This is an optimization exercise on Yosys and OpenROAD, whose aim is small area, a short achievable clock period and few clock cycles per item, not a production implementation. Only simulation tests tie the RTL to the original design; equivalence was not proved. Power figures rest on the tool's default switching activity, not on a simulated workload.

## PW
Design ex_stage_top, start of the top module:
module ex_stage_top
(
	input  logic        clk,
	input  logic        reset_i,
	input  logic        issue_valid_i,
	input  logic [31:0] issue_inst_i,
	input  logic [63:0] issue_op1_i,
	input  logic [63:0] issue_op2_i,
	input  logic [63:0] issue_base_i,
	input  logic [63:0] issue_offset_i,
	input  logic [4:0]  issue_rd_i,
	output logic        wb_valid_o,
	output logic [4:0]  wb_rd_o,
	output logic [63:0] wb_data_o,
	output logic        redirect_valid_o,
	output logic [63:0] redirect_target_o,
	output logic        hold_o
);
	localparam int D     = 8;
	localparam int SB    = 2 * D;
	localparam int NSTEP = 64 / SB;
	localparam int NSW   = 32 / SB;
	localparam int CW    = (NSTEP > 1) ? $clog2(NSTEP) : 1;
	localparam int SW    = 65 + SB;
	logic [6:0] opc;
	logic [2:0] f3;
	logic [6:0] f7;
	logic       f7_zero;
	logic       f7_alt;
	logic       i6_zero;
	logic       i6_alt;
	assign opc     = issue_inst_i[6:0];
	assign f3      = issue_inst_i[14:12];
	assign f7      = issue_inst_i[31:25];
	assign f7_zero = f7 == 7'b0000000;
	assign f7_alt  = f7 == 7'b0100000;
	assign i6_zero = issue_inst_i[31:26] == 6'b000000;
	assign i6_alt  = issue_inst_i[31:26] == 6'b010000;
	logic op_op;
	logic op_imm;
	logic op_32;
	logic op_imm32;
	logic op_br;
	logic op_jal;
	logic op_jalr;
	logic op_lui;
	logic op_auipc;
	assign op_op    = opc == 7'b0110011;
	assign op_imm   = opc == 7'b0010011;
	assign op_32    = opc == 7'b0111011;
	assign op_imm32 = opc == 7'b0011011;
	assign op_br    = opc == 7'b1100011;
	assign op_jal   = opc == 7'b1101111;
	assign op_jalr  = opc == 7'b1100111;
	assign op_lui   = opc == 7'b0110111;
	assign op_auipc = opc == 7'b0010111;
	logic legal;
	logic is_mul;
	always_comb begin
		legal = op_jal || op_jalr || op_lui || op_auipc;
		if (op_op) begin
  ...
For scale: about 430 I/O pins, about 58000 sq um of cells after synthesis.
clock: 9.0 ns
lec_check: 0
abc_area: 1
cap_margin: 20
core_margin: 2
core_utilization: 40
setup_slack_margin: 4
slew_margin: 20
standard.sh (not shown) runs the stock make flow with config.mk's settings and CLKGATE_MAP_FILE= SYNTH_SCRIPT=/design/flow/synth_recipe.tcl, a recipe that flattens the netlist after the stock synthesis.
==> flow/flow/run.sh <==
#!/bin/bash
# Layout flow: the standard flow (standard.sh) with two changes that help
# timing and area on sky130hd:
#  - the input and output port buffers are buf_4 cells; by default
#    buffer_ports picks the smallest buffer, a clkdlybuf4s50 delay cell, and
#    footprint-matched sizing can then only swap it for other delay cells;
#  - sizing may pick any equivalent cell, not only one of the same footprint.
# Synthesis is the standard synthesis, unchanged. Each step logs to its own
# file in the folder this runs in.
set -euo pipefail
bash standard.sh synth > synth.log 2>&1
sed 's|"\${@:-finish}"|"BUFFER_PORTS_ARGS=-buffer_cell sky130_fd_sc_hd__buf_4" MATCH_CELL_FOOTPRINT=0 "${@:-finish}"|' \
	standard.sh > standard_tuned.sh
grep -q MATCH_CELL_FOOTPRINT=0 standard_tuned.sh
bash standard_tuned.sh finish > layout.log 2>&1
test -s out/final.def
Testbench counts of PW, summed over its fixed seeds: cycles 11,373, instructions 8,000.
> inputs changed (PW -> AL)
diff --git a/flow/design.v b/flow/design.v
--- a/flow/design.v
+++ b/flow/design.v
@@ -93,38 +93,36 @@
 	logic alt;
 	logic cls;
 	logic word;
 	logic sub;
 	assign i6   = issue_inst_i[6];
 	assign i5   = issue_inst_i[5];
 	assign i3   = issue_inst_i[3];
 	assign i2   = issue_inst_i[2];
 	assign alt  = issue_inst_i[30];
 	assign cls  = !i6 && !i2;
 	assign word = !i6 && i3;
-	assign sub  = alt && i5 && !i2;
+	assign sub  = !i2 && (i6 || f3[1] || (alt && i5));
 	logic [63:0] op1;
 	logic [63:0] op2;
 	logic [65:0] addsub;
-	logic [64:0] cmp;
 	logic [63:0] sum;
 	logic        ltu;
 	logic        lt;
 	logic        eq;
 	assign op1 = issue_op1_i;
 	assign op2 = issue_op2_i;
 	assign addsub = {1'b0, op1, 1'b1} + {1'b0, op2 ^ {64{sub}}, sub};
 	assign sum    = addsub[64:1];
-	assign cmp    = {1'b0, op1} - {1'b0, op2};
-	assign ltu    = cmp[64];
-	assign lt     = (op1[63] ^ op2[63]) ? op1[63] : ltu;
+	assign ltu    = !addsub[65];
+	assign lt     = (op1[63] ^ op2[63]) ? op1[63] : sum[63];
 	assign eq     = op1 == op2;
 	logic        sh_left;
 	logic        sh_fill;
 	logic [5:0]  shamt;
 	logic [63:0] sh_in;
 	logic [63:0] sh_out;
 	logic [63:0] op1_rev;
 	logic [63:0] sh_out_rev;
 	always_comb begin
 		for (int i = 0; i < 64; i++) begin
 			op1_rev[i]    = op1[63 - i];
@@ -309,31 +307,28 @@
 			for (gt = N - N3; gt < NR; gt++) begin : g_zero
 				assign tree[OB + gt * TW +: TW] = '0;
 			end
 		end
 	endgenerate
 	logic [TW-1:0] ts;
 	logic [TW-1:0] tc;
 	logic [1:0]    top;
 	assign top = tree[NL * NR * TW + TW - 2 +: 2] + tree[NL * NR * TW + TW + TW - 2 +: 2];
 	assign ts  = {top, tree[NL * NR * TW +: TW - 2]};
 	assign tc  = {2'b00, tree[NL * NR * TW + TW +: TW - 2]};
+	logic [SB+1:0] low_sum;
 	logic [SB-1:0] low;
 	logic          low_co;
-	ex_add #(.W(SB)) i_low_add (
-		.a  (low_s_q),
-		.b  (low_c_q),
-		.ci (cin_q),
-		.s  (low),
-		.co (low_co)
-	);
+	assign low_sum = {1'b0, low_s_q, 1'b1} + {1'b0, low_c_q, cin_q};
+	assign low     = low_sum[SB:1];
+	assign low_co  = low_sum[SB+1];
 	logic [63:0] tgt_a;
 	logic [63:0] tgt_b;
 	logic [63:0] tgt;
 	logic        tgt_co;
 	assign tgt_a = busy_q ? acc_s_q[63:0] : issue_base_i;
 	assign tgt_b = busy_q ? acc_c_q : issue_offset_i;
 	ex_pfx_add #(.W(64), .ARCH(0)) i_tgt_add (
 		.a  (tgt_a),
 		.b  (tgt_b),
 		.ci (busy_q && low_co),
 		.s  (tgt),
@@ -382,41 +377,29 @@
 			bprev_q           <= 1'b0;
 			omode_q           <= word ? OM_W : OM_PLAIN;
 			w_q               <= i3;
 			hi_q              <= f3 != 3'd0;
 			a_hi_q            <= op1[63] && (f3 == 3'd1 || f3 == 3'd2);
 			ext_q             <= op2[63] && f3[1] && !i3;
 			wb_rd_q           <= issue_rd_i;
 			wb_data_q         <= alu_res;
 			redirect_target_q <= is_mul ? op1 : tgt;
 		end
 	end
-	logic [1:0]  mulw_sign;
 	logic [63:0] wb_out;
-	genvar gs;
-	generate
-		for (gs = 0; gs < 2; gs++) begin : g_sign
-			ex_add_msb #(.W(SB)) i_sign (
-				.a   (low_s_q),
-				.b   (low_c_q),
-				.ci  (cin_q),
-				.msb (mulw_sign[gs])
-			);
-		end
-	endgenerate
 	always_comb begin
 		wb_out = wb_data_q;
 		case (omode_q)
 			OM_W:    wb_out[63:32] = {32{wb_data_q[31]}};
 			OM_MUL:  wb_out[63:48] = low;
-			OM_MULW: wb_out[63:16] = {{16{mulw_sign[1]}}, {16{mulw_sign[0]}}, low};
+			OM_MULW: wb_out[63:16] = {{32{low[SB-1]}}, low};
 			default: ;
 		endcase
 	end
 	assign wb_valid_o        = wb_valid_q;
 	assign wb_rd_o           = wb_rd_q;
 	assign wb_data_o         = wb_out;
 	assign redirect_valid_o  = redirect_valid_q;
 	assign redirect_target_o = redirect_target_q;
 	assign hold_o            = busy_q;
 endmodule
 module ex_pfx_add #(
@@ -461,37 +444,11 @@
 					assign gg[(st + 1) * W + i] = gg[st * W + i];
 					assign pp[(st + 1) * W + i] = pp[st * W + i];
 				end
 			end
 		end
 	endgenerate
 	logic [W-1:0] gfin;
 	assign gfin = gg[NS * W +: W];
 	assign s    = p0 ^ {gfin[W-2:0], ci};
 	assign co   = gfin[W-1];
 endmodule
-module ex_add #(
-	parameter int W = 64
-) (
-	input  logic [W-1:0] a,
-	input  logic [W-1:0] b,
-	input  logic         ci,
-	output logic [W-1:0] s,
-	output logic         co
-);
-	logic [W+1:0] t;
-	assign t  = {1'b0, a, 1'b1} + {1'b0, b, ci};
-	assign s  = t[W:1];
-	assign co = t[W+1];
-endmodule
-module ex_add_msb #(
-	parameter int W = 16
-) (
-	input  logic [W-1:0] a,
-	input  logic [W-1:0] b,
-	input  logic         ci,
-	output logic         msb
-);
-	logic [W:0] t;
-	assign t   = {a, 1'b1} + {b, ci};
-	assign msb = t[W];
-endmodule
[summary]
- AL vs PW, launch point of the worst path: cin_q vs low_c_q[4]
- Going from PW to AL, non-clock buffer count lost about 1.8%; largest fanout on the critical path rose 1; power drawn by the sequential cells now larger.
- Total buffers and inverters traversed by the critical path is higher on PW
- Count of clock-buffer cells in the layout (higher): AL
Testbench counts of AL, summed over its fixed seeds: cycles 11,373, instructions 8,000.

-- re-timing with driven ports --
No port has a modelled driver above. Below, the same layouts with a new extraction and two added sets of constraints.
Step 1: set_driving_cell puts a clkbuf_16 on clk and a buf_2 on each other input, an assumption about the parent block.
Step 2 times the ports against the registers' clock, not the clock port: input delays grow and output delays shrink by t, the midpoint of the rising clock arrivals with the driver on.
Three values: ideal, step 1, step 2; two values: the first two.
run | t (ns) | setup WS [ns] | hold slack, ns | worst slew at a driven data input, ns
PW | 0.663 | 3.874 / 3.809 / 3.380 | 0.417 / 0.417 / 0.417 | 0.18
AL | 0.680 | 3.715 / 3.649 / 3.146 | 0.420 / 0.420 / 0.420 | 0.20
After both steps every run listed still meets setup and hold. For AL, which loses most, drivers alone change the setup slack by -0.066 ns; drivers and shift together by -0.569 ns.
